What follows belongs to an exercise in optimizing a design on an open flow for small area; a production flow would make more cautious choices. In this exercise RTL edits were held to simulation tests only and were not proved equivalent to the original. Power and IR drop assume default switching activity. The flow treats the clock pin as an ideal source, which a real chip does not have.

### flow/config.mk
export PLATFORM = sky130hd
export DESIGN_NAME = sha256_msg_padder
export DESIGN_NICKNAME = sha256_msg_padder
export VERILOG_FILES = /design/flow/design.v
export SDC_FILE = /design/flow/constraint.sdc
export NUM_CORES = 4
export LEC_CHECK = 0
export CAP_MARGIN = 20
export CORE_MARGIN = 2
export CORE_UTILIZATION = 40
export SLEW_MARGIN = 20
### flow/constraint.sdc
create_clock -name core_clock -period 6.5 [get_ports {clk}]
set_input_delay 1.3000 -clock core_clock [delete_from_list [all_inputs] [get_ports {clk}]]
set_output_delay 1.3000 -clock core_clock [all_outputs]
set_load 0.01 [all_outputs]
### flow/design.v
module sha256_msg_padder #(
  parameter int MAX_NIB = 128,
  parameter int CNT_W   = 8
) (
  input  logic         clk,
  input  logic         rst_n,
  input  logic         in_valid,
  output logic         in_ready,
  input  logic [3:0]   in_nibble,
  input  logic         in_last,
  output logic         blk_valid,
  input  logic         blk_ready,
  output logic [511:0] blk_data,
  output logic         blk_last,
  output logic [63:0]  msg_bits,
  output logic         ovf,
  output logic [1:0]   dbg_state
);
  localparam int LEN_W = CNT_W + 2;
  localparam int SINGLE_MAX = (4 * MAX_NIB - 65) / 4;
  typedef enum logic [1:0] {
    COLLECT = 2'd0,
    EMIT0   = 2'd1,
    EMIT1   = 2'd2
  } state_t;
  state_t             state, state_nxt;
  logic [511:0]       blk_buf, buf_nxt;
  logic [CNT_W-1:0]   count, count_nxt;
  logic [CNT_W-1:0]   n_cnt;
  logic [LEN_W-1:0]   len_q, len_nxt;
  logic               two_q, two_nxt;
  logic               ovf_q, ovf_nxt;
  logic               nib_xfer;
  logic               blk_xfer;
  logic               full_msg;
  assign in_ready  = (state == COLLECT);
  assign blk_valid = (state == EMIT0) || (state == EMIT1);
  assign nib_xfer  = in_valid && in_ready;
  assign blk_xfer  = blk_valid && blk_ready;
  assign n_cnt     = count + CNT_W'(1);
  assign full_msg  = (len_q == LEN_W'(4 * MAX_NIB));
  assign dbg_state = state;
  assign ovf       = ovf_q;
  assign blk_last = ((state == EMIT0) && !two_q) || (state == EMIT1);
  assign msg_bits = blk_valid ? 64'(len_q) : 64'd0;
  always_comb begin
    blk_data = '0;
    if (state == EMIT0) begin
      blk_data = blk_buf;
    end else if (state == EMIT1) begin
      blk_data = {full_msg, 447'd0, 64'(len_q)};
    end
  end
  always_comb begin
    state_nxt = state;
    buf_nxt   = blk_buf;
    count_nxt = count;
    len_nxt   = len_q;
    two_nxt   = two_q;
    ovf_nxt   = 1'b0;
    case (state)
      COLLECT: begin
        if (nib_xfer) begin
          buf_nxt[511 - 4 * int'(count) -: 4] = in_nibble;
          count_nxt = n_cnt;
          if (in_last || (count == CNT_W'(MAX_NIB - 1))) begin
            state_nxt = EMIT0;
            len_nxt   = {n_cnt, 2'b00};
            two_nxt   = (int'(n_cnt) > SINGLE_MAX);
            ovf_nxt   = !in_last;
            if (int'(n_cnt) < MAX_NIB) begin
              buf_nxt[511 - 4 * int'(n_cnt) -: 4] = 4'h8;
            end
            if (int'(n_cnt) <= SINGLE_MAX) begin
              buf_nxt[63:0] = 64'({n_cnt, 2'b00});
            end
          end
        end
      end
      EMIT0: begin
        if (blk_xfer) begin
          if (two_q) begin
            state_nxt = EMIT1;
          end else begin
            state_nxt = COLLECT;
            buf_nxt   = '0;
            count_nxt = '0;
          end
        end
      end
      EMIT1: begin
        if (blk_xfer) begin
          state_nxt = COLLECT;
          buf_nxt   = '0;
          count_nxt = '0;
        end
      end
      default: begin
        state_nxt = COLLECT;
        buf_nxt   = '0;
        count_nxt = '0;
      end
    endcase
  end
  always_ff @(posedge clk or negedge rst_n) begin
    if (!rst_n) begin
      state   <= COLLECT;
      blk_buf <= '0;
      count   <= '0;
      len_q   <= '0;
      two_q   <= 1'b0;
      ovf_q   <= 1'b0;
    end else begin
      state   <= state_nxt;
      blk_buf <= buf_nxt;
      count   <= count_nxt;
      len_q   <= len_nxt;
      two_q   <= two_nxt;
      ovf_q   <= ovf_nxt;
    end
  end
endmodule
### flow/run.sh
#!/bin/bash
# synth_recipe.tcl (not shown) runs the flow's synth.tcl, then flattens the netlist and writes it again
# the make line also repeats each setting of config.mk as NAME=value (left out here)
make -C /OpenROAD-flow-scripts/flow DESIGN_CONFIG=/design/flow/config.mk WORK_HOME=/design/flow/orfs CLKGATE_MAP_FILE= SYNTH_SCRIPT=/design/flow/synth_recipe.tcl finish
==> results of run 1 <==
[synth_stat cells, types with 35 or more instances]
cell type                   count  area, um2
sky130_fd_sc_hd__a21oi_1      102        510
sky130_fd_sc_hd__a22o_1        60        526
sky130_fd_sc_hd__a31oi_1       35        219
sky130_fd_sc_hd__and2_1       517       3230
sky130_fd_sc_hd__buf_4         58        435
sky130_fd_sc_hd__clkbuf_1     234        878
sky130_fd_sc_hd__dfrtp_1      532      13300
sky130_fd_sc_hd__nand2_1      382       1430
sky130_fd_sc_hd__nand3_1       54        270
sky130_fd_sc_hd__nor2_1        97        364
sky130_fd_sc_hd__nor3_1        48        240
sky130_fd_sc_hd__nor4_1        44        275
sky130_fd_sc_hd__o21ai_0      617       3090
sky130_fd_sc_hd__o21ai_1       47        235
sky130_fd_sc_hd__o221ai_1      49        429
sky130_fd_sc_hd__o2bb2ai_1     35        307
[through the flow]
stage,util,cells,total power [uW],setup slack (ps),hold WS (ps)
2_1_floorplan,-,3407,7050,1350,431
3_3_place_gp,0.490,4694,9830,857,454
3_5_place_dp,0.490,4694,9840,740,463
4_1_cts,0.516,4796,13100,739,477
5_1_grt,0.516,4796,13800,212,496
6_report,0.516,4796,13400,545,473
[registers in the layout, summed over array words and instances (netlist names)]
signal   count
two_q        1
ovf_q        1
len_q        8
blk_buf    512
state        2
count        8
[worst min path at each step]
stage	startpoint	end	slack, ps	depth (start not counted)
floorplan	blk_buf[348]	blk_buf[348]	430	2
global placement	blk_buf[257]	blk_buf[257]	450	2
detailed placement	blk_buf[246]	blk_buf[246]	460	2
CTS	blk_buf[148]	blk_buf[148]	480	2
global route	blk_buf[472]	blk_buf[472]	500	2
finish	blk_buf[257]	blk_buf[257]	470	2
[kinds of logic after synthesis]
family	Yosys count
AO/OA/AOI/OAI	1166
XOR/XNOR	12
adder cells (fa/ha/maj)	21
buffers and inverters	358
flip-flops	532
multiplexers	11
other	1
AND/OR/NAND/NOR	1251
[worst max-delay path: stages, from the launching register on]
cell and delay (ps):
sky130_fd_sc_hd__dfrtp_1 530, sky130_fd_sc_hd__nand2_1 220, sky130_fd_sc_hd__or3_1 470, sky130_fd_sc_hd__ha_1 480, sky130_fd_sc_hd__nor2_1 80, sky130_fd_sc_hd__buf_4 180
sky130_fd_sc_hd__o21ai_0 160, sky130_fd_sc_hd__inv_1 80, sky130_fd_sc_hd__ha_1 400, sky130_fd_sc_hd__or4b_2 620, sky130_fd_sc_hd__o22ai_1 200, sky130_fd_sc_hd__o21ai_1 240
sky130_fd_sc_hd__or4_1 740, sky130_fd_sc_hd__buf_4 260, sky130_fd_sc_hd__nor4_1 680, sky130_fd_sc_hd__o31ai_1 280, sky130_fd_sc_hd__nand2_1 140, sky130_fd_sc_hd__o21ai_0 80
[cell type report]
| cell class | instances | area [um2] |
|---|---|---|
| multi-input combinational | 2517 | 14600 |
| sequential | 532 | 13300 |
| inverter | 26 | 97.6 |
| tap | 959 | 1200 |
| clock buffer | 80 | 1610 |
| fill | 7062 | 35200 |
| clock inverter | 22 | 215 |
| timing repair buffer | 660 | 6380 |
[power by group]
group	internal, uW	switching, uW	total [uW]
clock	1850	1460	3310
sequential	3470	132	3600
combinational	1450	5010	6470
total	6770	6610	13400
[routing by layer]
metal  up-vias  GRT usage  wire, um
met5         -          0        14
met4         2      0.176      7700
met3       400     0.0909     14000
met2      1777      0.529     59400
met1     14500      0.462     53800
li1      12700          -         -
==> flow_summary.toml, run 1 <==
[floorplan]
floorplan.initialDensity = 0.402
floorplan.die.width_um = 274
dieHeight_um = 274
die-area_um2 = 75200
num_io_pins = 591
placeableCoreArea_um2 = 72600
floorplan.rows = 99

[sta]
max_slew_margin = 0.197
finalHoldViolations = 0
max_clock_freq_mhz = 168
fin_tns_setup_ps = 0
worst_pin_slew_ps = 1190
fin_crit_sh = 0.916
timing.final.crit_period_ps = 5960
rsz0062_at_grt = "no"
setup_skew_ps = 39.3
endpoints_failing_setup = 0
number_of_max_slew_violations_in_the_final_report = 0

[run]
drv.max_cap_violation_count = 0

[cts]
cts.htree.levels = 2
cts_buffers = 57
cts_hold_repair.buffers = 0
clkTransAtPathRegs_ps = 60
clock_tree.buffer_depth = 3
clock-sinks = 532
worst_skew_pair.late_latency_ps = 660
cts_tree = "done"
cts-root-buf = "sky130_fd_sc_hd__clkbuf_16"
cts-resized-gates = 0
cts_setup_buffers = 0

[placed_design]
numPortBuffers = 534
dp.final_hpwl_mm = 95.7
gp_congestion = 0.976
detailed_place.area_um2 = 35600

[layout]
final_nets = 3824
cell_area_after_layout_um2 = 37400
antennaDiodeCount = 0
syn2layout_area_growth_pct = 28.1
most-common-layout-cells = "616 x sky130_fd_sc_hd__o21ai_0, 532 x sky130_fd_sc_hd__dfrtp_1, 532 x sky130_fd_sc_hd__clkdlybuf4s50_1, 517 x sky130_fd_sc_hd__and2_1, 381 x sky130_fd_sc_hd__nand2_1"
layout.cells.most_common = "sky130_fd_sc_hd__o21ai_0"
drive_above_1_share = 0.0693

[synthesis]
synth_edf_count = 0
yosys_register_bits = 532
synth-compound-area-share = 0.245
ys_dominant_reg_cell = "sky130_fd_sc_hd__dfrtp_1"
synthAdderAreaFrac = 0.00900
yosysWarningCount = 1
synth_top_family_by_area = "compound AO/OA/AOI/OAI gates"
post_synth_and_or_nand_nor_area_fraction = 0.227
synth_seq_area_share = 0.456
area_of_the_mapped_netlist_um2 = 29200
syn-instance-count = 3352
synth.lib_cells_used.distinct = 91
yosys-mux-area-fraction = 0.00377
syn_area_per_cell_um2 = 8.71
synth_xor_area_frac = 0.00386
async_set_or_reset_flop_fraction_in_the_synthesized_netlist = 1.00

[status]
run_status = "timing/DRC/antenna clean"

[critical_path]
worst_setup_path_start_kind = "flop"
cp_max_fo = 12
timing.rr.start = "count[5]"
setup.worst_path.class = "flop to flop"
worstPathArrival_ps = 6460
crit_start = "count[5]"
r2r.worst_path.cells = 17
reg2reg_slack_ps = 540
end_point_of_the_critical_path = "blk_buf[28]"
timing.critical_path.required_ps = 7010
critical_path.endpoint_type = "flop"
crit-reg2reg-capture = "blk_buf[28]"

[grt]
grt_pass1_wl_mm = 195
grt_util_all_layers = 0.349
first_global_vias = 28400
grt_start_max_net_pins = 174
total_congestion_overflow_after_global_routing = 0
antenna_found_initial = 2

[route]
route.detailed.drc = 0
num_vias = 29300
route.final.wire_length_mm = 135
wl_per_cell_um = 28.1
antenna_left = 0
vias_per_cell = 6.11
detailedRoute.firstIterationViolations = 3840
drt-pass1-iter-count = 9

[power]
vdd_drop_max_mv = 0.304
power-per-cell-area_nw_per_um2 = 357
p_leak_uw = 0.0153

[hold_path]
min-delay-path-class = "flop to flop"
==> inputs of run 2 (changes only) <==
==> flow/design.v (replaced) <==
module sha256_msg_padder #(
  parameter int MAX_NIB = 128,
  parameter int CNT_W   = 8
) (
  input  logic         clk,
  input  logic         rst_n,
  input  logic         in_valid,
  output logic         in_ready,
  input  logic [3:0]   in_nibble,
  input  logic         in_last,
  output logic         blk_valid,
  input  logic         blk_ready,
  output logic [511:0] blk_data,
  output logic         blk_last,
  output logic [63:0]  msg_bits,
  output logic         ovf,
  output logic [1:0]   dbg_state
);
  typedef enum logic [1:0] {
    COLLECT = 2'd0,
    MARK    = 2'd1,
    PAD     = 2'd2,
    OFFER   = 2'd3
  } phase_t;
  phase_t       phase;
  logic         sec;        
  logic [6:0]   cnt;        
  logic [7:0]   len;        
  logic         ovf_q;
  logic [511:0] sr;
  logic [7:0]   cnt_inc;
  logic         two;        
  logic         fin;        
  logic         nib_xfer;
  logic         shift;
  logic [3:0]   pad_nib;
  logic [3:0]   sh_in;
  logic         end_msg;
  assign cnt_inc  = {1'b0, cnt} + 8'd1;
  assign two      = len[7] | (&len[6:4]);
  assign fin      = sec | ~two;
  assign in_ready = (phase == COLLECT);
  assign nib_xfer = in_ready & in_valid;
  assign shift    = nib_xfer | (phase == MARK) | (phase == PAD);
  assign end_msg  = in_last | (&cnt);
  always_comb begin
    pad_nib = 4'h0;
    if (phase == MARK) begin
      pad_nib = 4'h8;
    end else if (fin) begin
      case (cnt[1:0])
        2'd1: pad_nib = {2'b00, len[7:6]};
        2'd2: pad_nib = len[5:2];
        2'd3: pad_nib = {len[1:0], 2'b00};
        default: pad_nib = 4'h0;
      endcase
      if (cnt[6:2] != 5'h1f) pad_nib = 4'h0;
    end
  end
  assign sh_in = (phase == COLLECT) ? in_nibble : pad_nib;
  always_ff @(posedge clk) begin
    if (shift) sr <= {sr[507:0], sh_in};
  end
  always_ff @(posedge clk) begin
    if (nib_xfer && end_msg) len <= cnt_inc;
  end
  always_ff @(posedge clk or negedge rst_n) begin
    if (!rst_n) begin
      phase <= COLLECT;
      sec   <= 1'b0;
      cnt   <= '0;
      ovf_q <= 1'b0;
    end else begin
      ovf_q <= nib_xfer & (&cnt) & ~in_last;
      if (shift) cnt <= cnt_inc[6:0];
      case (phase)
        COLLECT: begin
          if (nib_xfer && end_msg) phase <= (&cnt) ? OFFER : MARK;
        end
        MARK, PAD: begin
          phase <= (&cnt) ? OFFER : PAD;
        end
        default: begin
          if (blk_ready) begin
            if (fin) begin
              phase <= COLLECT;
              sec   <= 1'b0;
            end else begin
              phase <= len[7] ? MARK : PAD;
              sec   <= 1'b1;
            end
          end
        end
      endcase
    end
  end
  assign blk_valid = (phase == OFFER);
  assign blk_data  = sr;
  assign blk_last  = fin;
  assign msg_bits  = {54'd0, len, 2'b00};
  assign ovf       = ovf_q;
  assign dbg_state = blk_valid ? {sec, ~sec} : 2'b00;
endmodule
==> flow/flow/run.sh (new file) <==
#!/bin/bash
# Standard layout, with the port buffers taken as the smallest buffer cell.
set -euo pipefail
export BUFFER_PORTS_ARGS="-buffer_cell sky130_fd_sc_hd__buf_1"
bash standard.sh finish > standard.log 2>&1
==> flow/standard.sh (new file) <==
#!/bin/bash
# synth_recipe.tcl (not shown) runs the flow's synth.tcl, then flattens the netlist and writes it again
# the make line also repeats each setting of config.mk as NAME=value (left out here)
make -C /OpenROAD-flow-scripts/flow DESIGN_CONFIG=/design/flow/config.mk WORK_HOME=/design/flow/orfs CLKGATE_MAP_FILE= SYNTH_SCRIPT=/design/flow/synth_recipe.tcl "${@:-finish}"
removed: flow/run.sh
==> run 2 against run 1 <==
Effect of this change:
- still clean
- sequential share of layout area increased by 40 points
- sequential power increased by 120%
- clock-buffer cell count decreased by 16
- via count decreased by 71%
- utilization decreased by 1.1 points
- synthesized area decreased by 42%
- non-clock buffer count decreased by 121
- worst setup slack improved by 2500 ps
- fmax increased by 74%
- sequential cell count decreased by 1
==> flow_summary.toml, run 2 <==
[synthesis]
ys_dominant_reg_cell = "sky130_fd_sc_hd__edfxtp_1"
area_of_the_mapped_netlist_um2 = 16900
synth-compound-area-share = 0.00659
async_set_or_reset_flop_fraction_in_the_synthesized_netlist = 0.0207
yosys_register_bits = 531
netlist_top_cells_area = "sky130_fd_sc_hd__edfxtp_1 92%, sky130_fd_sc_hd__buf_4 2.6%, sky130_fd_sc_hd__dfrtp_1 1.6%"
synthMostInstantiatedCell = "sky130_fd_sc_hd__edfxtp_1"
ys_top_cells_by_count = "520 x sky130_fd_sc_hd__edfxtp_1, 58 x sky130_fd_sc_hd__buf_4, 11 x sky130_fd_sc_hd__dfrtp_1"
synthAdderAreaFrac = 0.00666
post_synth_and_or_nand_nor_area_fraction = 0.0101
synth_top_family_by_area = "buffers and inverters"
synth.lib_cells_used.distinct = 31
synth_largest_type_area_fraction = 0.924
yosysWarningCount = 1
synth_xor_area_frac = 0.00570
synth_seq_area_share = 0.940
yosys-mux-area-fraction = 0.00259
synth_edf_count = 520
synthDominantAreaCellType = "sky130_fd_sc_hd__edfxtp_1"
syn_area_per_cell_um2 = 25.1
syn-instance-count = 674

[route]
drt-pass1-iter-count = 4
antenna_left = 0
detailedRoute.firstIterationViolations = 890
vias_per_cell = 4.63
wl_per_cell_um = 20.9
route.final.wire_length_mm = 38.4
num_vias = 8511
route.detailed.drc = 0

[placed_design]
dp.final_hpwl_mm = 26.6
numPortBuffers = 534
gp_congestion = 0.823

[run]
drv.max_cap_violation_count = 0

[grt]
antenna_found_initial = 0
grt_start_max_net_pins = 212
first_global_vias = 8039
grt_pass1_wl_mm = 53.7
total_congestion_overflow_after_global_routing = 0
grt_util_all_layers = 0.165

[cts]
cts-resized-gates = 0
worst_skew_pair.late_latency_ps = 570
cts-root-buf = "sky130_fd_sc_hd__clkbuf_16"
clock-sinks = 531
cts_buffers = 52
cts_setup_buffers = 0
clkTransAtPathRegs_ps = 70
clock_tree.buffer_depth = 3
cts_tree = "done"
cts_hold_repair.buffers = 0
cts.htree.levels = 2

[layout]
most_flops_register = "sr"
regArea_um2 = 15900
largest_reg_flops = 512
fillers = 3454
multi_input_area_um2 = 763
layout.cells.most_common = "sky130_fd_sc_hd__buf_1"
final_nets = 1279
most-common-layout-cells = "534 x sky130_fd_sc_hd__buf_1, 520 x sky130_fd_sc_hd__edfxtp_1, 56 x sky130_fd_sc_hd__conb_1, 53 x sky130_fd_sc_hd__clkbuf_16, 12 x sky130_fd_sc_hd__clkinv_1"
syn2layout_area_growth_pct = 25.0
drive_above_1_share = 0.0654
reg.largest.list = "sr (512), len (8), cnt (7)"

[critical_path]
crit-reg2reg-capture = "sr[426]"
critical_path.endpoint_type = "flop"
reg2reg_slack_ps = 3080
cp_max_fo = 188
timing.rr.start = "phase[0]"
worst_setup_path_start_kind = "flop"
setup.worst_path.class = "flop to flop"
r2r.worst_path.cells = 7
worstPathArrival_ps = 3620
timing.critical_path.required_ps = 6690

[sta]
worst_pin_slew_ps = 980
rsz0062_at_grt = "no"
fin_tns_setup_ps = 0
setup_skew_ps = 10.4
finalHoldViolations = 0
number_of_max_slew_violations_in_the_final_report = 0
fin_crit_sh = 0.527
max_clock_freq_mhz = 292
max_slew_margin = 0.347
timing.final.crit_period_ps = 3420
endpoints_failing_setup = 0

[floorplan]
floorplan.die.width_um = 210
placeableCoreArea_um2 = 41900
num_io_pins = 591
floorplan.initialDensity = 0.404
floorplan.rows = 75
dieHeight_um = 210
die-area_um2 = 43900

[status]
run_status = "timing/DRC/antenna clean"

[power]
power-per-cell-area_nw_per_um2 = 685
p_leak_uw = 0.00715
vdd_drop_max_mv = 0.524
power_uw = 14500

[hold_path]
min-delay-path-class = "flop to flop"
hold-path-cell-count = 0
min-delay-start = "sr[239]"
worstHoldEndpoint = "sr[243]"
## run 2: stage by stage
step | util | area [um2] | hold WS (ps) | instances | setup WS (ps)
after global routing | 0.505 | 21100 | 442 | 1839 | 2850
after detailed placement | 0.464 | 19400 | 429 | 1745 | 2570
after CTS | 0.504 | 21100 | 429 | 1838 | 3130
after floorplan | - | 17100 | 474 | 729 | -3210
final | 0.505 | 21100 | 433 | 1840 | 3080
after global placement | 0.464 | 19400 | 427 | 1745 | 2650
## run 2: cells by family after synthesis
family	Yosys count
buffers and inverters	67
AO/OA/AOI/OAI	17
AND/OR/NAND/NOR	34
other	1
flip-flops	531
XOR/XNOR	11
adder cells (fa/ha/maj)	9
multiplexers	4
## run 2: cell type report
| cell class | count | share of cell area |
|---|---|---|
| Antenna cell | 1 | 0.000118 |
| Clock buffer | 64 | 0.0657 |
| Clock inverter | 29 | 0.0138 |
| Inverter | 6 | 0.00124 |
| Multi-Input combinational cell | 131 | 0.0361 |
| Sequential cell | 531 | 0.752 |
| Tap cell | 539 | 0.0319 |
| Timing Repair Buffer | 539 | 0.0988 |
## run 2: routing by layer
layer,vias to the layer above,wire [um],track usage,part of all wire
li1,3703,-,-,-
met4,0,518,0.0391,0.013
met5,-,0,0,0
met1,4292,15600,0.219,0.41
met3,37,4420,0.0774,0.12
met2,479,17800,0.247,0.46
## run 2: worst max path at each step
stage / from / depth (start not counted) / to
finish: phase[0] / 7 / sr[426]
global route: phase[0] / 7 / sr[463]
CTS: phase[0] / 7 / sr[463]
detailed placement: in_valid / 6 / sr[427]
global placement: in_valid / 6 / sr[431]
floorplan: in_valid / 4 / sr[0]
## run 2: critical path, stage by stage, from the launching register on
cell and delay, ps:
sky130_fd_sc_hd__dfrtp_1 430, sky130_fd_sc_hd__inv_1 100, sky130_fd_sc_hd__ha_1 500, sky130_fd_sc_hd__nand2_8 80, sky130_fd_sc_hd__and2_4 210, sky130_fd_sc_hd__clkinvlp_4 90, sky130_fd_sc_hd__buf_12 680, sky130_fd_sc_hd__buf_4 790
## run 2: where the power goes
part / switching, uW / internal (uW)
Combinational: 2810 / 839
Sequential: 1100 / 6750
Clock: 1220 / 1750
==> inputs of run 3 (changes only) <==
==> flow/run.sh (new file) <==
#!/bin/bash
# synth_recipe.tcl (not shown) runs the flow's synth.tcl, then flattens the netlist and writes it again
# the make line also repeats each setting of config.mk as NAME=value (left out here)
make -C /OpenROAD-flow-scripts/flow DESIGN_CONFIG=/design/flow/config.mk WORK_HOME=/design/flow/orfs CLKGATE_MAP_FILE= SYNTH_SCRIPT=/design/flow/synth_recipe.tcl finish
--- a/flow/config.mk
+++ b/flow/config.mk
@@ -8,4 +8,5 @@
 export CAP_MARGIN = 20
 export CORE_MARGIN = 2
-export CORE_UTILIZATION = 40
+export CORE_UTILIZATION = 70
+export CTS_CLUSTER_SIZE = 30
 export SLEW_MARGIN = 20
removed: flow/flow/run.sh
removed: flow/standard.sh
==> run 3 against run 2 <==
Effect of this change:
- synthesized area stayed put
- synthesized cell count stayed put
- the flow now stops in I/O pin placement
==> flow_summary.toml, run 3 <==
[synthesis]
ys_dominant_reg_cell = "sky130_fd_sc_hd__edfxtp_1"
yosys_register_bits = 531
synthDominantAreaCellType = "sky130_fd_sc_hd__edfxtp_1"
area_of_the_mapped_netlist_um2 = 16900
async_set_or_reset_flop_fraction_in_the_synthesized_netlist = 0.0207
synth_largest_type_area_fraction = 0.924
synth_edf_count = 520
netlist_top_cells_area = "sky130_fd_sc_hd__edfxtp_1 92%, sky130_fd_sc_hd__buf_4 2.6%, sky130_fd_sc_hd__dfrtp_1 1.6%"
yosysWarningCount = 1
synthMostInstantiatedCell = "sky130_fd_sc_hd__edfxtp_1"
syn-instance-count = 674
synth_seq_area_share = 0.940
synth.lib_cells_used.distinct = 31
ys_top_cells_by_count = "520 x sky130_fd_sc_hd__edfxtp_1, 58 x sky130_fd_sc_hd__buf_4, 11 x sky130_fd_sc_hd__dfrtp_1"
syn_area_per_cell_um2 = 25.1

[status]
lastStage = "I/O pin placement"
error_message = "[ERROR PPL-0024] Number of IO pins (591) exceeds maximum number of available positions (568). Increase the die perimeter from 637.52um to 803.76um."
run_status = "did not finish"

[floorplan]
floorplan.rows = 56
floorplan.die.width_um = 159
floorplan.initialDensity = 0.716
dieHeight_um = 159
run 3: logic make-up after synthesis:
kind of cell             after synthesis  synth area share
flip-flops                           531             0.940
buffers and inverters                 67            0.0279
AND/OR/NAND/NOR                       34            0.0101
AO/OA/AOI/OAI                         17           0.00659
XOR/XNOR                              11           0.00570
adder cells (fa/ha/maj)                9           0.00666
multiplexers                           4           0.00259
other                                  1          0.000222
==> inputs of run 4 (changes only) <==
--- a/flow/config.mk
+++ b/flow/config.mk
@@ -8,5 +8,4 @@
 export CAP_MARGIN = 20
 export CORE_MARGIN = 2
-export CORE_UTILIZATION = 70
-export CTS_CLUSTER_SIZE = 30
+export CORE_UTILIZATION = 40
 export SLEW_MARGIN = 20
==> run 4 against run 3 <==
Effect of this change:
- the run now finishes clean
- synthesized area unchanged
- synthesized cell count unchanged
==> flow_summary.toml, run 4 <==
[floorplan]
dieHeight_um = 210
placeableCoreArea_um2 = 41900
die-area_um2 = 43900
floorplan.initialDensity = 0.404
floorplan.die.width_um = 210
num_io_pins = 591
floorplan.rows = 75

[grt]
grt_pass1_wl_mm = 59.2
first_global_vias = 8465
total_congestion_overflow_after_global_routing = 0
grt_util_all_layers = 0.186
grt_start_max_net_pins = 135
antenna_found_initial = 0

[critical_path]
critPathSlowestCell = "sky130_fd_sc_hd__clkdlybuf4s50_1"
worst_setup_path_start_kind = "flop"
crit_path_cell_trace = "inv_1, ha_1, clkdlybuf4s50_1"
crit_path_max_incr_delay_ps = 680
timing.critical_path.required_ps = 5200
critical_path.endpoint_type = "output port"
crit-reg2reg-capture = "sr[349]"
cp_max_fo = 11
setup.worst_path.class = "flop to output port"
timing.rr.start = "phase[0]"
worstPathArrival_ps = 2310
r2r.worst_path.cells = 6
reg2reg_slack_ps = 3390

[synthesis]
area_of_the_mapped_netlist_um2 = 16900
synth_seq_area_share = 0.940
synthMostInstantiatedCell = "sky130_fd_sc_hd__edfxtp_1"
ys_dominant_reg_cell = "sky130_fd_sc_hd__edfxtp_1"
synth_edf_count = 520
yosysWarningCount = 1
synth_largest_type_area_fraction = 0.924
synthDominantAreaCellType = "sky130_fd_sc_hd__edfxtp_1"
syn-instance-count = 674
syn_area_per_cell_um2 = 25.1
yosys_register_bits = 531
synth.lib_cells_used.distinct = 31
async_set_or_reset_flop_fraction_in_the_synthesized_netlist = 0.0207
ys_top_cells_by_count = "520 x sky130_fd_sc_hd__edfxtp_1, 58 x sky130_fd_sc_hd__buf_4, 11 x sky130_fd_sc_hd__dfrtp_1"
netlist_top_cells_area = "sky130_fd_sc_hd__edfxtp_1 92%, sky130_fd_sc_hd__buf_4 2.6%, sky130_fd_sc_hd__dfrtp_1 1.6%"

[layout]
final_nets = 1284
largest_reg_flops = 512
most_flops_register = "sr"
finish.utilization = 0.585
antennaDiodeCount = 0
most-common-layout-cells = "534 x sky130_fd_sc_hd__clkdlybuf4s50_1, 520 x sky130_fd_sc_hd__edfxtp_1, 57 x sky130_fd_sc_hd__clkbuf_16, 56 x sky130_fd_sc_hd__conb_1, 15 x sky130_fd_sc_hd__clkbuf_1"
drive_above_1_share = 0.0695
reg.largest.list = "sr (512), len (8), cnt (7)"
syn2layout_area_growth_pct = 44.9
layout.cells.most_common = "sky130_fd_sc_hd__clkdlybuf4s50_1"
layout.cells.non_filler = 1849

[cts]
cts_setup_buffers = 0
cts.htree.levels = 2
clock-sinks = 531
clkTransAtPathRegs_ps = 60
cts_buffers = 54
cts-resized-gates = 0
cts_hold_repair.buffers = 0
worst_skew_pair.late_latency_ps = 590
clock_tree.buffer_depth = 3
cts-root-buf = "sky130_fd_sc_hd__clkbuf_16"
cts_tree = "done"

[sta]
setup_skew_ps = 20.4
timing.final.crit_period_ps = 3610
fin_crit_sh = 0.555
smallest_setup_slack_after_layout_ps = 2890
number_of_max_slew_violations_in_the_final_report = 0
finalHoldViolations = 0
max_clock_freq_mhz = 277
max_slew_margin = 0.414
endpoints_failing_setup = 0
rsz0062_at_grt = "no"
worst_pin_slew_ps = 877

[status]
run_status = "timing/DRC/antenna clean"

[route]
num_vias = 8586
drt-pass1-iter-count = 5
route.final.wire_length_mm = 42.5
route.detailed.drc = 0
antenna_left = 0
detailedRoute.firstIterationViolations = 829
wl_per_cell_um = 23.0
vias_per_cell = 4.64

[power]
p_leak_uw = 0.00863
power_uw = 16700
power-per-cell-area_nw_per_um2 = 682
vdd_drop_max_mv = 0.383

[hold_path]
worstHoldEndpoint = "sr[412]"
min-delay-start = "sr[408]"
hold-path-cell-count = 0
min-delay-path-class = "flop to flop"

[placed_design]
dp.final_hpwl_mm = 30.4
placed_cells = 1749
placement.setup.worst_slack_ps = 2490
numPortBuffers = 534
gp_congestion = 0.887

[run]
drv.max_cap_violation_count = 0
run 4: cell counts after synthesis:
Identical to the previous run, type by type.
run 4: metrics by stage:
stage | hold slack (ps) | TNS (ps) | area [um2]
after floorplan | 474 | -1650640 | 17100
after global placement | 430 | 0 | 22800
after detailed placement | 431 | 0 | 22800
after CTS | 443 | 0 | 24500
after global routing | 454 | 0 | 24500
final | 442 | 0 | 24500
run 4: power by group:
part           internal (uW)  switching [uW]
logic                   2920            2970
registers               6740            1110
clock network           1710            1240
run 4: final cells by class:
class                           count  area (um2)
Clock buffer                       75        1520
Clock inverter                     25         171
Fill cell                        3119       17400
Inverter                            6        26.3
Multi-Input combinational cell    131         763
Sequential cell                   531       15900
Tap cell                          539         674
Timing Repair Buffer              542        5440
run 4: cell families after synthesis:
family                   after synthesis  synth area share
AO/OA/AOI/OAI                         17           0.00659
flip-flops                           531             0.940
buffers and inverters                 67            0.0279
multiplexers                           4           0.00259
XOR/XNOR                              11           0.00570
adder cells (fa/ha/maj)                9           0.00666
AND/OR/NAND/NOR                       34            0.0101
other                                  1          0.000222
run 4: worst max-delay path: cells and delay by family, from the launching register on:
family     cells  cell delay, ps
fa+ha+maj      1             500
buf+inv        2             790
flops          1             430
run 4: worst max path at each step:
stage                  start        to  slack [ps]  cells after the start
finish              phase[0]  in_ready        2890                      3
global route        phase[0]  in_ready        2750                      3
CTS                 phase[0]  in_ready        2840                      3
detailed placement  in_valid   sr[353]        2490                      5
global placement    in_valid   sr[285]        2530                      5
floorplan           in_valid     sr[0]       -3210                      4
run 4: routing by layer:
| layer | wire length (um) | part of all wire | GRT usage |
|---|---|---|---|
| met2 | 19200 | 0.45 | 0.278 |
| met5 | 0 | 0 | 0 |
| met1 | 16700 | 0.39 | 0.237 |
| met4 | 785 | 0.018 | 0.0452 |
| met3 | 5790 | 0.14 | 0.105 |
==> inputs of run 5 (changes only) <==
==> flow/flow/run.sh (new file) <==
#!/bin/bash
# Standard layout, with the port buffers taken as the smallest buffer cell and
# a clock tree of larger sink clusters without dummy loads.
set -euo pipefail
export BUFFER_PORTS_ARGS="-buffer_cell sky130_fd_sc_hd__buf_1"
export CTS_ARGS="-sink_clustering_enable -repair_clock_nets -dont_use_dummy_load -sink_clustering_size 40 -sink_clustering_max_diameter 150 -buf_list sky130_fd_sc_hd__clkbuf_16"
bash standard.sh finish > standard.log 2>&1
==> flow/standard.sh (new file) <==
#!/bin/bash
# synth_recipe.tcl (not shown) runs the flow's synth.tcl, then flattens the netlist and writes it again
# the make line also repeats each setting of config.mk as NAME=value (left out here)
make -C /OpenROAD-flow-scripts/flow DESIGN_CONFIG=/design/flow/config.mk WORK_HOME=/design/flow/orfs CLKGATE_MAP_FILE= SYNTH_SCRIPT=/design/flow/synth_recipe.tcl "${@:-finish}"
--- a/flow/config.mk
+++ b/flow/config.mk
@@ -7,5 +7,5 @@
 export LEC_CHECK = 0
 export CAP_MARGIN = 20
-export CORE_MARGIN = 2
-export CORE_UTILIZATION = 40
+export CORE_AREA = 2 2 128 203
+export DIE_AREA = 0 0 130 205
 export SLEW_MARGIN = 20
removed: flow/run.sh
==> run 5 against run 4 <==
Effect of this change:
- the flow now stops in I/O pin placement
- synthesized cell count did not move
- synthesized area did not move
==> flow_summary.toml, run 5 <==
[status]
run_status = "did not finish"
lastStage = "I/O pin placement"
error_message = "[ERROR PPL-0024] Number of IO pins (591) exceeds maximum number of available positions (572). Increase the die perimeter from 670.00um to 803.76um."

[synthesis]
area_of_the_mapped_netlist_um2 = 16900
async_set_or_reset_flop_fraction_in_the_synthesized_netlist = 0.0207
ys_dominant_reg_cell = "sky130_fd_sc_hd__edfxtp_1"
synth.lib_cells_used.distinct = 31
synth_edf_count = 520
synthMostInstantiatedCell = "sky130_fd_sc_hd__edfxtp_1"
synth_top_family_by_area = "buffers and inverters"
synthDominantAreaCellType = "sky130_fd_sc_hd__edfxtp_1"
ys_top_cells_by_count = "520 x sky130_fd_sc_hd__edfxtp_1, 58 x sky130_fd_sc_hd__buf_4, 11 x sky130_fd_sc_hd__dfrtp_1"
yosysWarningCount = 1
syn-instance-count = 674
yosys-mux-area-fraction = 0.00259
syn_area_per_cell_um2 = 25.1
post_synth_and_or_nand_nor_area_fraction = 0.0101
synth-compound-area-share = 0.00659
yosys_register_bits = 531
netlist_top_cells_area = "sky130_fd_sc_hd__edfxtp_1 92%, sky130_fd_sc_hd__buf_4 2.6%, sky130_fd_sc_hd__dfrtp_1 1.6%"
synth_largest_type_area_fraction = 0.924
synthAdderAreaFrac = 0.00666
synth_xor_area_frac = 0.00570
synth_seq_area_share = 0.940

[floorplan]
floorplan.initialDensity = 0.678
floorplan.rows = 73
floorplan.die.width_um = 130
dieHeight_um = 205
[run 5: cell counts after synthesis]
Identical to the previous run, type by type.
[run 5: kinds of logic after synthesis]
group | Yosys count
AO/OA/AOI/OAI | 17
XOR/XNOR | 11
flip-flops | 531
multiplexers | 4
other | 1
adder cells (fa/ha/maj) | 9
AND/OR/NAND/NOR | 34
buffers and inverters | 67
==> inputs of run 6 (changes only) <==
==> flow/flow/run.sh (replaced) <==
#!/bin/bash
# Standard layout, with the port buffers taken as the smallest buffer cell and
# a clock tree of larger sink clusters without dummy loads.
set -euo pipefail
export BUFFER_PORTS_ARGS="-buffer_cell sky130_fd_sc_hd__buf_1"
export CTS_ARGS="-sink_clustering_enable -repair_clock_nets -dont_use_dummy_load -sink_clustering_size 30 -sink_clustering_max_diameter 80 -buf_list sky130_fd_sc_hd__clkbuf_16"
bash standard.sh finish > standard.log 2>&1
--- a/flow/config.mk
+++ b/flow/config.mk
@@ -7,5 +7,5 @@
 export LEC_CHECK = 0
 export CAP_MARGIN = 20
-export CORE_AREA = 2 2 128 203
-export DIE_AREA = 0 0 130 205
+export CORE_AREA = 2 2 170 170
+export DIE_AREA = 0 0 172 172
 export SLEW_MARGIN = 20
==> run 6 against run 5 <==
Effect of this change:
- synthesized cell count stayed put
- synthesized area stayed put
- the run now finishes clean
==> flow_summary.toml, run 6 <==
[synthesis]
area_of_the_mapped_netlist_um2 = 16900
synthMostInstantiatedCell = "sky130_fd_sc_hd__edfxtp_1"
ys_top_cells_by_count = "520 x sky130_fd_sc_hd__edfxtp_1, 58 x sky130_fd_sc_hd__buf_4, 11 x sky130_fd_sc_hd__dfrtp_1"
synth_edf_count = 520
synth_largest_type_area_fraction = 0.924
syn_area_per_cell_um2 = 25.1
synth.lib_cells_used.distinct = 31
ys_dominant_reg_cell = "sky130_fd_sc_hd__edfxtp_1"
synth_seq_area_share = 0.940
netlist_top_cells_area = "sky130_fd_sc_hd__edfxtp_1 92%, sky130_fd_sc_hd__buf_4 2.6%, sky130_fd_sc_hd__dfrtp_1 1.6%"
synthDominantAreaCellType = "sky130_fd_sc_hd__edfxtp_1"
yosysWarningCount = 1
syn-instance-count = 674
yosys_register_bits = 531
async_set_or_reset_flop_fraction_in_the_synthesized_netlist = 0.0207

[route]
num_vias = 8233
detailedRoute.firstIterationViolations = 964
wl_per_cell_um = 23.8
route.final.wire_length_mm = 38.2
route.detailed.drc = 0
vias_per_cell = 5.13
drt-pass1-iter-count = 5
antenna_left = 0

[floorplan]
floorplan.rows = 61
floorplan.initialDensity = 0.608
num_io_pins = 591
dieHeight_um = 172
floorplan.die.width_um = 172
die-area_um2 = 29600
placeableCoreArea_um2 = 27800

[grt]
total_congestion_overflow_after_global_routing = 0
grt_start_max_net_pins = 216
antenna_found_initial = 0
grt_pass1_wl_mm = 49.9
first_global_vias = 7225
grt_util_all_layers = 0.238

[sta]
worst_pin_slew_ps = 1110
fin_crit_sh = 0.475
endpoints_failing_setup = 0
finalHoldViolations = 0
rsz0062_at_grt = "no"
max_clock_freq_mhz = 324
timing.final.crit_period_ps = 3080
max_slew_margin = 0.262
number_of_max_slew_violations_in_the_final_report = 0
smallest_setup_slack_after_layout_ps = 3420
setup_skew_ps = 55.9

[hold_path]
min-delay-start = "sr[51]"
worstHoldEndpoint = "sr[55]"
hold-path-cell-count = 0
min-delay-path-class = "flop to flop"

[layout]
final_nets = 1247
most_flops_register = "sr"
most-common-layout-cells = "534 x sky130_fd_sc_hd__buf_1, 520 x sky130_fd_sc_hd__edfxtp_1, 56 x sky130_fd_sc_hd__conb_1, 22 x sky130_fd_sc_hd__clkbuf_16, 11 x sky130_fd_sc_hd__dfrtp_1"
layout.cells.most_common = "sky130_fd_sc_hd__buf_1"
antennaDiodeCount = 0
fillers = 1845
syn2layout_area_growth_pct = 17.0
reg.largest.list = "sr (512), len (8), cnt (7)"
drive_above_1_share = 0.0269
largest_reg_flops = 512

[critical_path]
reg2reg_slack_ps = 3750
setup.worst_path.class = "flop to output port"
cp_max_fo = 11
worst_setup_path_start_kind = "flop"
r2r.worst_path.cells = 6
critical_path.endpoint_type = "output port"
timing.rr.start = "phase[0]"
crit-reg2reg-capture = "sr[477]"
timing.critical_path.required_ps = 5200
worstPathArrival_ps = 1780

[cts]
clkTransAtPathRegs_ps = 110
cts-resized-gates = 0
worst_skew_pair.late_latency_ps = 550
clock_tree.buffer_depth = 3
cts.htree.levels = 1
cts-root-buf = "sky130_fd_sc_hd__clkbuf_16"
cts_setup_buffers = 0
cts_tree = "done"
cts_hold_repair.buffers = 0
clock-sinks = 531
cts_buffers = 22

[power]
p_int_uw = 8170
power.share.sequential = 0.594
p_leak_uw = 0.00659
clock_network_power_share = 0.117
vdd_drop_max_mv = 0.783
power.switching_uw = 4890
power-per-cell-area_nw_per_um2 = 660
power_switching_share = 0.374
power.share.combinational = 0.289
power_uw = 13100

[placed_design]
placement.setup.worst_slack_ps = 3290
dp.final_hpwl_mm = 28.0
numPortBuffers = 534
gp_congestion = 0.854

[status]
run_status = "timing/DRC/antenna clean"

[run]
drv.max_cap_violation_count = 0
-- run 6: per-stage QoR --
step	area [um2]	hold WS, ps	setup TNS [ps]	cells	utilization
floorplan	17100	474	-1650640	729	-
global placement	19200	430	0	1583	0.692
detailed placement	19200	430	0	1583	0.692
CTS	19800	396	0	1605	0.712
global route	19800	407	0	1605	0.712
finish	19800	394	0	1605	0.712
-- run 6: layer usage --
| layer | wire (um) | up-vias | track usage |
|---|---|---|---|
| met5 | 0 | - | 0 |
| met4 | 1040 | 0 | 0.0639 |
| met3 | 3800 | 46 | 0.0797 |
| met2 | 19300 | 405 | 0.397 |
| met1 | 14000 | 4178 | 0.304 |
| li1 | - | 3604 | - |
-- run 6: critical path: stages, from the launching register on --
cell,delay [ps]
sky130_fd_sc_hd__dfrtp_1,440
sky130_fd_sc_hd__inv_1,100
sky130_fd_sc_hd__ha_1,480
sky130_fd_sc_hd__buf_1,220
-- run 6: power by group through the flow --
stage          sequential (uW)  combinational, uW  clock (uW)
3_3_place_gp              7740               3850           0
2_1_floorplan             8430                685           0
3_5_place_dp              7790               3840           0
5_1_grt                   7970               4060        1660
4_1_cts                   7760               3830        1570
6_report                  7750               3770        1530
-- run 6: layout make-up --
cell class / count / area, um2 / share of cell area
tap: 378 / 473 / 0.0239
sequential: 531 / 15900 / 0.804
clock buffer: 22 / 551 / 0.0278
multi-input combinational: 131 / 763 / 0.0386
inverter: 6 / 26.3 / 0.00133
timing repair buffer: 537 / 2060 / 0.104
-- run 6: worst max path at each step --
stage                   from  endpoint  slack (ps)  cells past startpoint
floorplan           in_valid     sr[0]       -3210                      4
global placement    in_valid   sr[511]        3300                      5
detailed placement  in_valid   sr[508]        3290                      5
CTS                 phase[0]  in_ready        3380                      3
global route        phase[0]  in_ready        3320                      3
finish              phase[0]  in_ready        3420                      3
-- run 6: kinds of logic (layout without fill, tap and decap cells) --
group	Yosys count	count (layout)	share of synthesized area
buffers and inverters	67	565	0.0279
DFF	531	531	0.940
adders and majority gates	9	9	0.00666
and+or+nand+nor	34	34	0.0101
muxes	4	4	0.00259
other	1	56	0.000222
AOI/OAI and AO/OA	17	17	0.00659
xor gates and xnor gates	11	11	0.00570
==> inputs of run 7 (changes only) <==
==> flow/flow/run.sh (replaced) <==
#!/bin/bash
# Standard layout, with the port buffers taken as the smallest buffer cell and
# a clock tree of larger sink clusters without dummy loads.
set -euo pipefail
export BUFFER_PORTS_ARGS="-buffer_cell sky130_fd_sc_hd__buf_1"
export CTS_ARGS="-sink_clustering_enable -repair_clock_nets -dont_use_dummy_load -sink_clustering_size 24 -sink_clustering_max_diameter 100 -buf_list sky130_fd_sc_hd__clkbuf_16"
bash standard.sh finish > standard.log 2>&1
--- a/flow/config.mk
+++ b/flow/config.mk
@@ -7,5 +7,5 @@
 export LEC_CHECK = 0
 export CAP_MARGIN = 20
-export CORE_AREA = 2 2 170 170
-export DIE_AREA = 0 0 172 172
+export CORE_AREA = 2 2 203 128
+export DIE_AREA = 0 0 205 130
 export SLEW_MARGIN = 20
==> run 7 against run 6 <==
Effect of this change:
- synthesized area unchanged
- hold slack improved by 2.3 ps
- clock-buffer cell count is 4 higher
- utilization up 7.9 points
- combinational power hardly changed
- routed wire length decreased by 0.81%
- sequential cell count is the same
- critical path type unchanged
- critical endpoint unchanged
- largest power group unchanged
==> flow_summary.toml, run 7 <==
[floorplan]
floorplan.die.width_um = 205
num_io_pins = 591
floorplan.initialDensity = 0.673
dieHeight_um = 130
die-area_um2 = 26700
placeableCoreArea_um2 = 25100
floorplan.rows = 46

[grt]
grt_most_used_layer = "met2"
grt_start_max_net_pins = 152
total_congestion_overflow_after_global_routing = 0
grt_util_all_layers = 0.267
antenna_found_initial = 0
first_global_vias = 7501
gr_met3_demand_resource = 0.0757
grt_pass1_wl_mm = 50.6
gr-usage-met1 = 0.372
grtUsageMet2 = 0.433

[sta]
smallest_setup_slack_after_layout_ps = 3380
rsz0062_at_grt = "no"
max_clock_freq_mhz = 321
setup_skew_ps = 55.9
finalHoldViolations = 0
hold_slack_ps = 397
fin_crit_sh = 0.479
worst_pin_slew_ps = 808
endpoints_failing_setup = 0
number_of_max_slew_violations_in_the_final_report = 0
timing.final.crit_period_ps = 3120
max_slew_margin = 0.461

[route]
vias_per_cell = 5.29
drt-pass1-iter-count = 5
route.final.wire_length_mm = 37.9
detailedRoute.firstIterationViolations = 918
num_vias = 8303
wl_per_cell_um = 24.1
antenna_left = 0
route.detailed.drc = 0

[synthesis]
synth_largest_type_area_fraction = 0.924
syn-instance-count = 674
ys_dominant_reg_cell = "sky130_fd_sc_hd__edfxtp_1"
ys_top_cells_by_count = "520 x sky130_fd_sc_hd__edfxtp_1, 58 x sky130_fd_sc_hd__buf_4, 11 x sky130_fd_sc_hd__dfrtp_1"
synth_seq_area_share = 0.940
synthDominantAreaCellType = "sky130_fd_sc_hd__edfxtp_1"
async_set_or_reset_flop_fraction_in_the_synthesized_netlist = 0.0207
yosysWarningCount = 1
netlist_top_cells_area = "sky130_fd_sc_hd__edfxtp_1 92%, sky130_fd_sc_hd__buf_4 2.6%, sky130_fd_sc_hd__dfrtp_1 1.6%"
area_of_the_mapped_netlist_um2 = 16900
synthMostInstantiatedCell = "sky130_fd_sc_hd__edfxtp_1"
synth.lib_cells_used.distinct = 31
synth_edf_count = 520
yosys_register_bits = 531
syn_area_per_cell_um2 = 25.1

[layout]
reg.largest.list = "sr (512), len (8), cnt (7)"
syn2layout_area_growth_pct = 17.3
most_flops_register = "sr"
antennaDiodeCount = 0
most-common-layout-cells = "534 x sky130_fd_sc_hd__buf_1, 520 x sky130_fd_sc_hd__edfxtp_1, 56 x sky130_fd_sc_hd__conb_1, 26 x sky130_fd_sc_hd__clkbuf_16, 11 x sky130_fd_sc_hd__dfrtp_1"
layout.cells.non_filler = 1569
final_nets = 1253
layout.cells.most_common = "sky130_fd_sc_hd__buf_1"
largest_reg_flops = 512
finish.utilization = 0.790
drive_above_1_share = 0.0316

[critical_path]
reg2reg_slack_ps = 3590
r2r.worst_path.cells = 6
worst_setup_path_start_kind = "flop"
timing.rr.start = "phase[0]"
worstPathArrival_ps = 1820
critical_path.endpoint_type = "output port"
timing.critical_path.required_ps = 5200
cp_max_fo = 11
setup.worst_path.class = "flop to output port"
crit-reg2reg-capture = "sr[256]"

[hold_path]
min-delay-path-class = "flop to flop"
worstHoldEndpoint = "sr[46]"
min-delay-start = "sr[42]"
hold-path-cell-count = 0

[power]
power_uw = 13200
power-per-cell-area_nw_per_um2 = 665
vdd_drop_max_mv = 0.376
p_leak_uw = 0.00665

[cts]
cts-resized-gates = 0
cts_tree = "done"
cts-root-buf = "sky130_fd_sc_hd__clkbuf_16"
cts_hold_repair.buffers = 0
clkTransAtPathRegs_ps = 100
cts_buffers = 26
clock-sinks = 531
cts_setup_buffers = 0
cts.htree.levels = 1
worst_skew_pair.late_latency_ps = 550
clock_tree.buffer_depth = 3

[placed_design]
gp_congestion = 0.886
numPortBuffers = 534
placement.setup.worst_slack_ps = 3130
dp.final_hpwl_mm = 27.9
placed_cells = 1543

[run]
drv.max_cap_violation_count = 0

[status]
run_status = "timing/DRC/antenna clean"
run 7: cell counts after synthesis:
Identical to the previous run, type by type.
run 7: how the worst max path moves through the flow:
| stage | slack, ps | to | start | depth (start not counted) |
|---|---|---|---|---|
| final | 3380 | in_ready | phase[0] | 3 |
| after global routing | 3280 | in_ready | phase[0] | 3 |
| after CTS | 3400 | in_ready | phase[0] | 3 |
| after detailed placement | 3130 | sr[383] | in_valid | 5 |
| after global placement | 3180 | sr[391] | in_valid | 5 |
| after floorplan | -3210 | sr[0] | in_valid | 4 |
run 7: cell families (layout without fill, tap and decap cells):
logic type	Yosys count	in the layout	synth area share
AND/OR/NAND/NOR	34	34	0.0101
AO/OA/AOI/OAI	17	17	0.00659
multiplexers	4	4	0.00259
other	1	56	0.000222
flip-flops	531	531	0.940
buffers and inverters	67	571	0.0279
adder cells (fa/ha/maj)	9	9	0.00666
XOR/XNOR	11	11	0.00570
run 7: area by class of cell:
| cell class | instances | area [um2] |
|---|---|---|
| clock buffers | 26 | 651 |
| inverters | 6 | 26.3 |
| fillers | 1400 | 5260 |
| repair buffers | 539 | 2080 |
| flip-flops and latches | 531 | 15900 |
| multi-input cells | 131 | 763 |
| well taps | 336 | 420 |
run 7: routing by layer:
metal  routed length, um  part of all wire  vias up
li1                    -                 -     3608
met1               14500              0.38     4193
met2               18900              0.50      456
met3                3670             0.097       46
met4                 803             0.021        0
met5                   0                 0        -
run 7: stage by stage:
stage | cell area, um2 | setup TNS (ps)
after floorplan | 17100 | -1650640
final | 19800 | 0
after global placement | 19200 | 0
after CTS | 19800 | 0
after detailed placement | 19200 | 0
after global routing | 19800 | 0
run 7: where the power goes:
| part | total, uW | switching (uW) | internal (uW) |
|---|---|---|---|
| Combinational | 3750 | 2920 | 830 |
| Sequential | 7790 | 1070 | 6730 |
| Clock | 1650 | 932 | 714 |
run 7: worst max-delay path, stage by stage, from the launching register on:
cell	delay (ps)
sky130_fd_sc_hd__dfrtp_1	450
sky130_fd_sc_hd__inv_1	110
sky130_fd_sc_hd__ha_1	500
sky130_fd_sc_hd__buf_1	210
==> inputs of run 8 (changes only) <==
==> flow/design.v (replaced) <==
module sha256_msg_padder #(
  parameter int MAX_NIB = 128,
  parameter int CNT_W   = 8
) (
  input  logic         clk,
  input  logic         rst_n,
  input  logic         in_valid,
  output logic         in_ready,
  input  logic [3:0]   in_nibble,
  input  logic         in_last,
  output logic         blk_valid,
  input  logic         blk_ready,
  output logic [511:0] blk_data,
  output logic         blk_last,
  output logic [63:0]  msg_bits,
  output logic         ovf,
  output logic [1:0]   dbg_state
);
  logic         col_q;      
  logic         pad_q;      
  logic         off_q;      
  logic         mark_q;     
  logic         sec;        
  logic [6:0]   cnt;        
  logic [7:0]   len;        
  logic         ovf_q;
  logic [511:0] sr;
  logic [7:0]   cnt_inc;
  logic         two;        
  logic         fin;        
  logic         nib_xfer;
  logic         sh, hd;
  logic [3:0]   pad_nib;
  logic [3:0]   sh_in;
  logic         end_msg;
  logic         full;
  assign cnt_inc  = {1'b0, cnt} + 8'd1;
  assign full     = &cnt;
  assign two      = len[7] | (&len[6:4]);
  assign fin      = sec | ~two;
  assign in_ready = col_q;
  assign nib_xfer = col_q & in_valid;
  assign sh       = nib_xfer | pad_q;
  assign hd       = off_q | (col_q & ~in_valid);
  assign end_msg  = in_last | full;
  always_comb begin
    pad_nib = 4'h0;
    if (mark_q) begin
      pad_nib = 4'h8;
    end else if (fin && (cnt[6:2] == 5'h1f)) begin
      case (cnt[1:0])
        2'd1:    pad_nib = {2'b00, len[7:6]};
        2'd2:    pad_nib = len[5:2];
        2'd3:    pad_nib = {len[1:0], 2'b00};
        default: pad_nib = 4'h0;
      endcase
    end
  end
  assign sh_in = col_q ? in_nibble : pad_nib;
  always_ff @(posedge clk) begin
    sr <= ({512{sh}} & {sr[507:0], sh_in}) | ({512{hd}} & sr);
  end
  always_ff @(posedge clk) begin
    if (nib_xfer && end_msg) len <= cnt_inc;
  end
  always_ff @(posedge clk or negedge rst_n) begin
    if (!rst_n) begin
      col_q  <= 1'b1;
      pad_q  <= 1'b0;
      off_q  <= 1'b0;
      mark_q <= 1'b0;
      sec    <= 1'b0;
      cnt    <= '0;
      ovf_q  <= 1'b0;
    end else begin
      ovf_q <= nib_xfer & full & ~in_last;
      if (sh) cnt <= cnt_inc[6:0];
      if (nib_xfer && end_msg) begin
        col_q  <= 1'b0;
        pad_q  <= ~full;
        off_q  <= full;
        mark_q <= ~full;
      end
      if (pad_q) begin
        mark_q <= 1'b0;
        if (full) begin
          pad_q <= 1'b0;
          off_q <= 1'b1;
        end
      end
      if (off_q && blk_ready) begin
        off_q <= 1'b0;
        if (fin) begin
          col_q <= 1'b1;
          sec   <= 1'b0;
        end else begin
          pad_q  <= 1'b1;
          mark_q <= len[7];
          sec    <= 1'b1;
        end
      end
    end
  end
  assign blk_valid = off_q;
  assign blk_data  = sr;
  assign blk_last  = fin;
  assign msg_bits  = {54'd0, len, 2'b00};
  assign ovf       = ovf_q;
  assign dbg_state = {off_q & sec, off_q & ~sec};
endmodule
==> flow/flow/run.sh (replaced) <==
#!/bin/bash
# Standard layout, with the port buffers taken as the smallest buffer cell and
# a clock tree of larger sink clusters without dummy loads.
set -euo pipefail
export BUFFER_PORTS_ARGS="-buffer_cell sky130_fd_sc_hd__buf_1"
export CTS_ARGS="-sink_clustering_enable -repair_clock_nets -dont_use_dummy_load -sink_clustering_size 30 -sink_clustering_max_diameter 80 -buf_list sky130_fd_sc_hd__clkbuf_16"
bash standard.sh finish > standard.log 2>&1
--- a/flow/config.mk
+++ b/flow/config.mk
@@ -7,5 +7,5 @@
 export LEC_CHECK = 0
 export CAP_MARGIN = 20
-export CORE_AREA = 2 2 203 128
-export DIE_AREA = 0 0 205 130
+export CORE_AREA = 2 2 203 113
+export DIE_AREA = 0 0 205 115
 export SLEW_MARGIN = 20
==> run 8 against run 7 <==
Effect of this change:
- synthesized cell count increased by 92%
- fmax rose by 4.8%
- global-route usage is 10 points higher
- clock-buffer cell count decreased by 5
- hold slack improved by 100 ps
- register-to-register slack gained 310 ps
- clock power fell by 8%
- non-clock buffer count up 2
- clock skew decreased by 37 ps
- worst setup slack gained 140 ps
- sequential cell count up 2
- sequential power decreased by 58%
- critical endpoint is now blk_last
- largest cell class unchanged
==> flow_summary.toml, run 8 <==
[route]
wl_per_cell_um = 23.2
route.final.wire_length_mm = 47.1
drt-pass1-iter-count = 7
num_vias = 12900
detailedRoute.firstIterationViolations = 1606
route.detailed.drc = 0
antenna_left = 0
vias_per_cell = 6.33

[grt]
grt_pass1_wl_mm = 68.6
first_global_vias = 11400
grt_start_max_net_pins = 181
total_congestion_overflow_after_global_routing = 0
grt_util_all_layers = 0.372
antenna_found_initial = 0

[layout]
most_flops_register = "sr"
reg.largest.list = "sr (512), len (8), cnt (7)"
largest_reg_flops = 512
layout.cells.most_common = "sky130_fd_sc_hd__buf_1"
antennaDiodeCount = 0
final_nets = 1754
most-common-layout-cells = "534 x sky130_fd_sc_hd__buf_1, 512 x sky130_fd_sc_hd__dfxtp_1, 508 x sky130_fd_sc_hd__a22o_1, 56 x sky130_fd_sc_hd__conb_1, 21 x sky130_fd_sc_hd__clkbuf_16"
drive_above_1_share = 0.0213
syn2layout_area_growth_pct = 9.07
cell_area_after_layout_um2 = 19000

[sta]
hold_slack_ps = 496
setup_skew_ps = 19.0
worst_pin_slew_ps = 840
rsz0062_at_grt = "no"
max_clock_freq_mhz = 336
fin_tns_setup_ps = 0
endpoints_failing_setup = 0
timing.final.crit_period_ps = 2970
fin_crit_sh = 0.457
smallest_setup_slack_after_layout_ps = 3530
finalHoldViolations = 0
number_of_max_slew_violations_in_the_final_report = 0
max_slew_margin = 0.440

[floorplan]
floorplan.die.width_um = 205
num_io_pins = 591
die-area_um2 = 23600
floorplan.rows = 40
placeableCoreArea_um2 = 21800
dieHeight_um = 115
floorplan.initialDensity = 0.799

[synthesis]
synthAdderAreaFrac = 0.00287
synth_seq_area_share = 0.620
synth_edf_count = 8
ys_dominant_reg_cell = "sky130_fd_sc_hd__dfxtp_1"
synthMostInstantiatedCell = "sky130_fd_sc_hd__dfxtp_1"
syn_area_per_cell_um2 = 13.5
ys_top_cells_by_count = "512 x sky130_fd_sc_hd__dfxtp_1, 508 x sky130_fd_sc_hd__a22o_1, 98 x sky130_fd_sc_hd__buf_6"
syn-instance-count = 1295
synth-compound-area-share = 0.265
area_of_the_mapped_netlist_um2 = 17400
synth_top_family_by_area = "compound AO/OA/AOI/OAI gates"
yosys_register_bits = 533
synth_xor_area_frac = 0.00552
synthDominantAreaCellType = "sky130_fd_sc_hd__dfxtp_1"
synth.lib_cells_used.distinct = 42
yosys-mux-area-fraction = 0.00194
synth_largest_type_area_fraction = 0.588
yosysWarningCount = 1
post_synth_and_or_nand_nor_area_fraction = 0.00947
async_set_or_reset_flop_fraction_in_the_synthesized_netlist = 0.0244
netlist_top_cells_area = "sky130_fd_sc_hd__dfxtp_1 59%, sky130_fd_sc_hd__a22o_1 26%, sky130_fd_sc_hd__buf_6 6.3%"

[hold_path]
min-delay-path-class = "flop to flop"
hold-path-cell-count = 1

[cts]
worst_skew_pair.late_latency_ps = 530
cts-root-buf = "sky130_fd_sc_hd__clkbuf_16"
cts.htree.levels = 1
cts-resized-gates = 0
cts_setup_buffers = 0
cts_buffers = 21
clock-sinks = 533
clock_tree.buffer_depth = 3
cts_hold_repair.buffers = 0
cts_tree = "done"
clkTransAtPathRegs_ps = 110

[critical_path]
worstPathArrival_ps = 1670
crit_path_max_incr_delay_ps = 480
cp_max_fo = 6
crit-reg2reg-capture = "cnt[3]"
worst_path_dominant_cell_family = "flip-flops"
crit_path_cell_trace = "a31oi_1, or2_2, buf_1"
crit_start = "len[6]"
r2r.worst_path.cells = 5
critical_path.endpoint_type = "output port"
critical_path_cell_count = 3
timing.critical_path.required_ps = 5200
timing.rr.start = "col_q"
critPathSlowestCell = "sky130_fd_sc_hd__edfxtp_1"
reg2reg_slack_ps = 3900
cp.buffers_inverters = 1
setup.worst_path.class = "flop to output port"
worst_setup_path_start_kind = "flop"
end_point_of_the_critical_path = "blk_last"

[placed_design]
placement.setup.worst_slack_ps = 3040
dp.final_hpwl_mm = 31.6
numPortBuffers = 534
gp_congestion = 0.930
detailed_place.area_um2 = 18500

[power]
vdd_drop_max_mv = 0.163
power_uw = 4810
power-per-cell-area_nw_per_um2 = 253
p_leak_uw = 0.00723

[status]
run_status = "timing/DRC/antenna clean"

[run]
drv.max_cap_violation_count = 0
==> run 8: metal layers <==
layer / track usage / up-vias / part of all wire
met5: 0 / - / 0
met4: 0.168 / 0 / 0.049
met3: 0.0816 / 159 / 0.089
met2: 0.606 / 688 / 0.48
met1: 0.485 / 6342 / 0.38
li1: - / 5677 / -
==> run 8: per-stage QoR <==
| step | util | instances |
|---|---|---|
| 2_1_floorplan | - | 1350 |
| 3_3_place_gp | 0.848 | 2012 |
| 3_5_place_dp | 0.848 | 2012 |
| 4_1_cts | 0.872 | 2033 |
| 5_1_grt | 0.872 | 2033 |
| 6_report | 0.872 | 2033 |
==> run 8: worst min-delay path by stage <==
stage                     startpoint      end  slack [ps]
after floorplan                  sec      sec         480
after global placement       sr[508]  sr[508]         460
after detailed placement     sr[511]  sr[511]         470
after CTS                    sr[510]  sr[510]         490
after global routing          sr[58]   sr[62]         510
final                        sr[510]  sr[510]         500
==> run 8: final cells by class <==
class	count	area [um2]
sequential	533	10800
fill	1135	2790
tap	294	368
clock buffer	21	526
multi-input combinational	639	5190
inverter	5	18.8
timing repair buffer	541	2110
==> run 8: cells by family after synthesis <==
kind of cell / after synthesis
flops: 533
compound gates: 532
buf+inv: 178
simple gates: 33
xor+xnor: 11
fa+ha+maj: 4
mux: 3
other cells: 1
==> run 8: where the power goes <==
part           leakage (uW)  internal [uW]  switching, uW
Combinational       0.00260           1.53           19.1
Sequential          0.00437           3270              0
Clock              0.000259            587            935
Total               0.00723           3860            954
==> run 8: worst reg2reg max path, cell delays in order, from the launching register on <==
cell and delay, ps:
sky130_fd_sc_hd__dfstp_2 700, sky130_fd_sc_hd__nand2_1 180, sky130_fd_sc_hd__nand2b_4 610, sky130_fd_sc_hd__buf_12 600
sky130_fd_sc_hd__nand2_1 230, sky130_fd_sc_hd__xnor2_1 170
==> inputs of run 9 (changes only) <==
--- a/flow/config.mk
+++ b/flow/config.mk
@@ -7,5 +7,5 @@
 export LEC_CHECK = 0
 export CAP_MARGIN = 20
-export CORE_AREA = 2 2 203 113
-export DIE_AREA = 0 0 205 115
+export CORE_AREA = 2 2 170 170
+export DIE_AREA = 0 0 172 172
 export SLEW_MARGIN = 20
==> run 9 against run 8 <==
Effect of this change:
- cell count grew 4.1%
- global-route usage shrank 9.5 points
- design area increased by 0.47%
- critical path depth grew 2
- utilization is 18 points lower
- die area increased by 25%
==> flow_summary.toml, run 9 <==
[critical_path]
crit-reg2reg-capture = "sr[252]"
timing.rr.start = "col_q"
worstPathArrival_ps = 3440
r2r.worst_path.cells = 4
timing.critical_path.required_ps = 6970
worst_setup_path_start_kind = "input port"
setup.worst_path.class = "input port to flop"
reg2reg_slack_ps = 3900
critical_path.endpoint_type = "flop"
cp_max_fo = 91

[cts]
cts-root-buf = "sky130_fd_sc_hd__clkbuf_16"
clock_tree.buffer_depth = 3
cts_tree = "done"
cts_buffers = 21
cts_hold_repair.buffers = 0
clock-sinks = 533
cts.htree.levels = 1
cts-resized-gates = 0
worst_skew_pair.late_latency_ps = 540
cts_setup_buffers = 0
clkTransAtPathRegs_ps = 110

[layout]
most-common-layout-cells = "534 x sky130_fd_sc_hd__buf_1, 512 x sky130_fd_sc_hd__dfxtp_1, 508 x sky130_fd_sc_hd__a22o_1, 56 x sky130_fd_sc_hd__conb_1, 21 x sky130_fd_sc_hd__clkbuf_16"
antennaDiodeCount = 0
most_flops_register = "sr"
reg.largest.list = "sr (512), len (8), cnt (7)"
syn2layout_area_growth_pct = 9.58
largest_reg_flops = 512
drive_above_1_share = 0.0213
final_nets = 1754
layout.cells.non_filler = 2117
layout.cells.most_common = "sky130_fd_sc_hd__buf_1"

[synthesis]
yosysWarningCount = 1
synth.lib_cells_used.distinct = 42
area_of_the_mapped_netlist_um2 = 17400
ys_top_cells_by_count = "512 x sky130_fd_sc_hd__dfxtp_1, 508 x sky130_fd_sc_hd__a22o_1, 98 x sky130_fd_sc_hd__buf_6"
synth_largest_type_area_fraction = 0.588
synth_seq_area_share = 0.620
async_set_or_reset_flop_fraction_in_the_synthesized_netlist = 0.0244
syn-instance-count = 1295
synthMostInstantiatedCell = "sky130_fd_sc_hd__dfxtp_1"
synthDominantAreaCellType = "sky130_fd_sc_hd__dfxtp_1"
synth_edf_count = 8
syn_area_per_cell_um2 = 13.5
yosys_register_bits = 533
ys_dominant_reg_cell = "sky130_fd_sc_hd__dfxtp_1"
netlist_top_cells_area = "sky130_fd_sc_hd__dfxtp_1 59%, sky130_fd_sc_hd__a22o_1 26%, sky130_fd_sc_hd__buf_6 6.3%"

[power]
power-per-cell-area_nw_per_um2 = 251
power_uw = 4810
p_leak_uw = 0.00723
vdd_drop_max_mv = 0.174

[placed_design]
numPortBuffers = 534
gp_congestion = 0.849
placement.setup.worst_slack_ps = 3040
placed_cells = 2096
dp.final_hpwl_mm = 31.9

[grt]
grt_util_all_layers = 0.277
grt_pass1_wl_mm = 63.7
grt_start_max_net_pins = 257
total_congestion_overflow_after_global_routing = 0
antenna_found_initial = 1
first_global_vias = 10600

[floorplan]
floorplan.rows = 61
placeableCoreArea_um2 = 27800
die-area_um2 = 29600
dieHeight_um = 172
num_io_pins = 591
floorplan.die.width_um = 172
floorplan.initialDensity = 0.628

[hold_path]
worstHoldEndpoint = "sr[429]"
min-delay-start = "sr[425]"
min-delay-path-class = "flop to flop"
hold-path-cell-count = 1

[sta]
fin_tns_setup_ps = 0
finalHoldViolations = 0
max_clock_freq_mhz = 337
number_of_max_slew_violations_in_the_final_report = 0
smallest_setup_slack_after_layout_ps = 3540
endpoints_failing_setup = 0
rsz0062_at_grt = "no"
worst_pin_slew_ps = 1160
max_slew_margin = 0.224
setup_skew_ps = 13.2
timing.final.crit_period_ps = 2960
fin_crit_sh = 0.456

[run]
drv.max_cap_violation_count = 0

[route]
vias_per_cell = 5.73
route.final.wire_length_mm = 45.0
detailedRoute.firstIterationViolations = 1189
antenna_left = 0
drt-pass1-iter-count = 5
route.detailed.drc = 0
num_vias = 12100
wl_per_cell_um = 21.3

[status]
run_status = "timing/DRC/antenna clean"
run 9: cell types whose count changed in the layout (fill, tap and decap cells not counted):
cell,delta
sky130_fd_sc_hd__buf_12,-1
sky130_fd_sc_hd__buf_6,-1
sky130_fd_sc_hd__buf_4,+2
run 9: kinds of logic after synthesis:
group	synth area share
buffers and inverters	0.0953
other	0.000215
adder cells (fa/ha/maj)	0.00287
AO/OA/AOI/OAI	0.265
XOR/XNOR	0.00552
flip-flops	0.620
multiplexers	0.00194
AND/OR/NAND/NOR	0.00947
run 9: critical path: stages:
cell,delay [ps]
sky130_fd_sc_hd__buf_1,230
sky130_fd_sc_hd__nand2_1,210
sky130_fd_sc_hd__nand2b_4,570
sky130_fd_sc_hd__buf_4,820
sky130_fd_sc_hd__a22o_1,230
run 9: final cells by class:
class                           instances  area [um2]
Inverter                                5        18.8
Timing Repair Buffer                  541        2090
Tap cell                              378         473
Sequential cell                       533       10800
Fill cell                            2250        8670
Multi-Input combinational cell        639        5190
Clock buffer                           21         526
run 9: metrics by stage:
step / utilization / hold slack (ps) / cell area, um2
floorplan: - / 479 / 17700
global placement: 0.669 / 459 / 18600
detailed placement: 0.669 / 466 / 18600
CTS: 0.688 / 492 / 19100
global route: 0.688 / 518 / 19100
finish: 0.688 / 497 / 19100
run 9: worst max path at each step:
stage               startpoint  cells after the start        to  slack (ps)
floorplan               len[6]                      3  blk_last        4280
global placement      in_valid                      5   sr[176]        3090
detailed placement    in_valid                      5   sr[195]        3040
CTS                   in_valid                      5   sr[208]        3610
global route          in_valid                      5   sr[178]        3380
finish                in_valid                      5   sr[252]        3540
run 9: routing by layer:
layer  GRT usage  routed length (um)  up-vias
met5           0                  13        -
met4       0.113                1910        2
met3       0.101                4400       82
met2       0.447               21300      425
met1       0.336               17500     5960
li1            -                   -     5669
run 9: power by group:
| part | leakage, uW | internal [uW] | switching [uW] | total [uW] |
|---|---|---|---|---|
| sequential | 0.00437 | 3270 | 0 | 3270 |
| clock | 0.000259 | 586 | 928 | 1510 |
| combinational | 0.00260 | 1.53 | 18.6 | 20.1 |

Re-timed with assumed drivers on the ports (clkbuf_16 on the clock, buf_2 on other inputs), run 9 has 3.545 ns of setup slack against 3.536 ns with ideal ports, and 2.963 ns once port delays also move by the mid clock arrival of 0.583 ns.
